Background: an optimization exercise with open tools, aiming at small area, a short achievable clock period and few clock cycles per item. Do not read the settings as production practice.
Function was checked by simulation only, so behaviour that the tests miss may differ from the original.
No activity file was given, so power comes from the tool's default toggle rates.

// serial_packet_framer_deframer_core
module serial_packet_framer_deframer_core #(
   parameter int TX_BUFFER_DEPTH = 256
) (
   input  logic       clock,
   input  logic       reset,
   input  logic       req_valid,
   output logic       req_ready,
   input  logic [2:0] req_action,
   input  logic [7:0] req_byte_value,
   input  logic [7:0] req_load_index,
   input  logic [7:0] req_tx_length,
   output logic       rsp_valid,
   input  logic       rsp_ready,
   output logic [1:0] rsp_kind,
   output logic [7:0] rsp_out_byte,
   output logic [7:0] rsp_position,
   output logic [7:0] rsp_packet_length,
   output logic       rsp_tx_busy
);
export LEC_CHECK = 0
export ABC_CLOCK_PERIOD_IN_PS = 2500
export CAP_MARGIN = 20
export CORE_MARGIN = 2
export CORE_UTILIZATION = 55
export CTS_CLUSTER_DIAMETER = 120
export CTS_CLUSTER_SIZE = 26
export SETUP_SLACK_MARGIN = 2.0
export SLEW_MARGIN = 20
create_clock -name core_clock -period 5.0 [get_ports {clock}]
run.sh (not shown) runs the stock make flow with config.mk's settings and CLKGATE_MAP_FILE= SYNTH_SCRIPT=/design/flow/synth_recipe.tcl, a recipe that flattens the netlist after the stock synthesis.
Testbench counts at the start, summed over its fixed seeds: cycles 32,008, items 32,000.
Rerun with:
--- a/flow/design.v
+++ b/flow/design.v
@@ -258,25 +258,24 @@
          end else if (pos_in_head) begin
             ref_sel_step[g] = (g == 1);
          end else begin
             ref_sel_step[g] = ({1'b0, phase_inc} <= {1'b0, tx_position_ff[2:0]} + 4'd1)
                               ? pos_hi_oh[g+1] : pos_hi_oh[g+2];
          end
       end
    end
    assign ref_own_stay = !pos_in_head && (phase_inc == tx_position_ff[2:0]);
    assign ref_own_step = (!pos_in_head || pos_lo_max) && (phase_inc == pos_inc[2:0]);
    assign ref_seg_in   = act_start ? 5'd1 : consume ? ref_seg_step : ref_seg_stay;
    assign ref_own_in   = !act_start && (consume ? ref_own_step : ref_own_stay);
-   logic [NPQ-1:0] pq_elig_ff, pq_elig_in;            
    logic [NPQ-1:0] pq_sel_ff, pq_sel, pq_due, pq_sel_in, pq_match, pq_hit;
    logic         pq_direct;
    logic         ring_wr_en_ff;
    logic [4:0]   ring_wr_seg_ff, ring_wr_seg_in;
    logic [7:0]   ring_wr_data_ff, ring_wr_data_in;
    assign pq_sel       = pq_sel_ff;
    assign ring_wr_en   = ring_wr_en_ff;
    assign ring_wr_seg  = ring_wr_seg_ff;
    assign ring_wr_data = ring_wr_data_ff;
    always_comb begin
       logic       found;
       found           = 1'b0;
@@ -292,25 +291,25 @@
          ring_wr_seg_in  = ring_wr_seg_in  | ({5{pq_sel_in[q]}} & pq_idx_ff[q][7:3]);
       end
       pq_direct = ring_load && !(|pq_match) && !found && (req_load_index[2:0] == phase_inc);
       if (pq_direct) begin
          ring_wr_data_in = req_byte_value;
          ring_wr_seg_in  = req_load_index[7:3];
       end
    end
    always_comb begin
       logic [7:0] fwd;
       fwd          = 8'd0;
       for (int q = 0; q < NPQ; q++) begin
-         pq_hit[q]    = pq_elig_ff[q] && (pq_idx_ff[q][7:3] == ref_seg_ff);
+         pq_hit[q]    = pq_valid_ff[q] && (pq_idx_ff[q] == {ref_seg_ff, phase_ff});
          fwd          = fwd | ({8{pq_hit[q]}} & pq_data_ff[q]);
       end
       if (ring_wr_en_ff && (ring_wr_seg_ff == ref_seg_ff)) begin
          fwd = fwd | ring_wr_data_ff;
       end
       ref_data   = fwd;
       if (!(|pq_hit) && !(ring_wr_en_ff && (ring_wr_seg_ff == ref_seg_ff))) begin
          for (int g = 1; g < NSEG; g++) begin
             ref_data = ref_data | ({8{ref_sel_ff[g]}} & tap[g]);
          end
       end
    end
@@ -322,25 +321,24 @@
       logic       due_next;
       logic [NPQ-1:0] free;
       logic [NPQ-1:0] one, two;                  
       taken        = 1'b0;
       due_next     = 1'b0;
       for (int q = 0; q < NPQ; q++) begin
          pq_alloc[q] = ring_load && !(|pq_match) && !pq_direct
                        && (!pq_valid_ff[q] || pq_sel[q]) && !taken;
          taken       = taken || !pq_valid_ff[q] || pq_sel[q];
          pq_valid_in[q] = (pq_valid_ff[q] && !pq_sel[q])
                           || (ring_load && pq_match[q]) || pq_alloc[q];
          pq_idx_in[q]   = pq_alloc[q] ? req_load_index : pq_idx_ff[q];
-         pq_elig_in[q]  = pq_valid_in[q] && (pq_idx_in[q][2:0] == phase_inc);
          free[q]        = !pq_valid_ff[q] || pq_sel[q];
          due_next       = due_next || pq_due[q];
       end
       one = free;
       two = '0;
       for (int w = 1; w < NPQ; w = w * 2) begin
          for (int q = 0; q + w < NPQ; q = q + 2 * w) begin
             two[q] = two[q] || two[q+w] || (one[q] && one[q+w]);
             one[q] = one[q] || one[q+w];
          end
       end
       pq_room_next = due_next || two[0] || (one[0] && !ring_load);
@@ -379,25 +377,24 @@
       end else begin
          rx_phase_ff  <= rx_phase_in;
          tx_active_ff <= tx_active_in;
       end
       rx_count_ff    <= rx_count_in;
       rx_position_ff <= rx_position_in;
       tx_phase_ff    <= tx_phase_in;
       tx_count_ff    <= tx_count_in;
       tx_position_ff <= tx_position_in;
    end
    always_ff @(posedge clock) begin
       pq_valid_ff <= pq_valid_in;
-      pq_elig_ff  <= pq_elig_in;
       pq_sel_ff   <= pq_sel_in;
       ring_wr_en_ff   <= (|pq_due) || pq_direct;
       ring_wr_seg_ff  <= ring_wr_seg_in;
       ring_wr_data_ff <= ring_wr_data_in;
       for (int q = 0; q < NPQ; q++) begin
          if ((ring_load && pq_match[q]) || pq_alloc[q]) begin
             pq_data_ff[q] <= req_byte_value;
          end
          pq_idx_ff[q] <= pq_idx_in[q];
       end
    end
    always_ff @(posedge clock) begin
=> The new run produced a clean layout. Clock-buffer cell count drops by 5. Register-to-register slack gets better by 0.02 ns. Die area drops by 1.4%. Total power drops by 3.8%. Global-route usage drops by 0.41 points. Wire length drops by 2.7%. Sequential share of layout area climbs by 1.1 points.
Testbench counts after the change, summed over its fixed seeds: cycles 32,008, items 32,000.

what the ideal ports hide:
How much do the figures lean on ideal ports? The routed layouts below were timed once more, with nothing changed but the port constraints.
Step 1 sets driving cells, clkbuf_16 on the clock port and buf_2 on the other inputs (assumed; they add their load-dependent delay and slew).
Step 2 also shifts input and output timing later by t, the mid clock arrival at the registers, as if the neighbouring blocks saw the same clock.
a / b / c = ideal / step 1 / step 2; a / b = the first two.
| run | t, ns | setup WS [ns] | worst setup path at the end |
|---|---|---|---|
| the first run | 0.784 | 1.917 / 1.952 / 1.188 | input to register |
| the second run | 0.787 | 1.974 / 1.974 / 1.354 | input to register |
After both steps setup and hold are still met in every run listed. The setup slack of the first run, which loses most, moves by +0.035 ns with the drivers and by -0.729 ns with both steps.
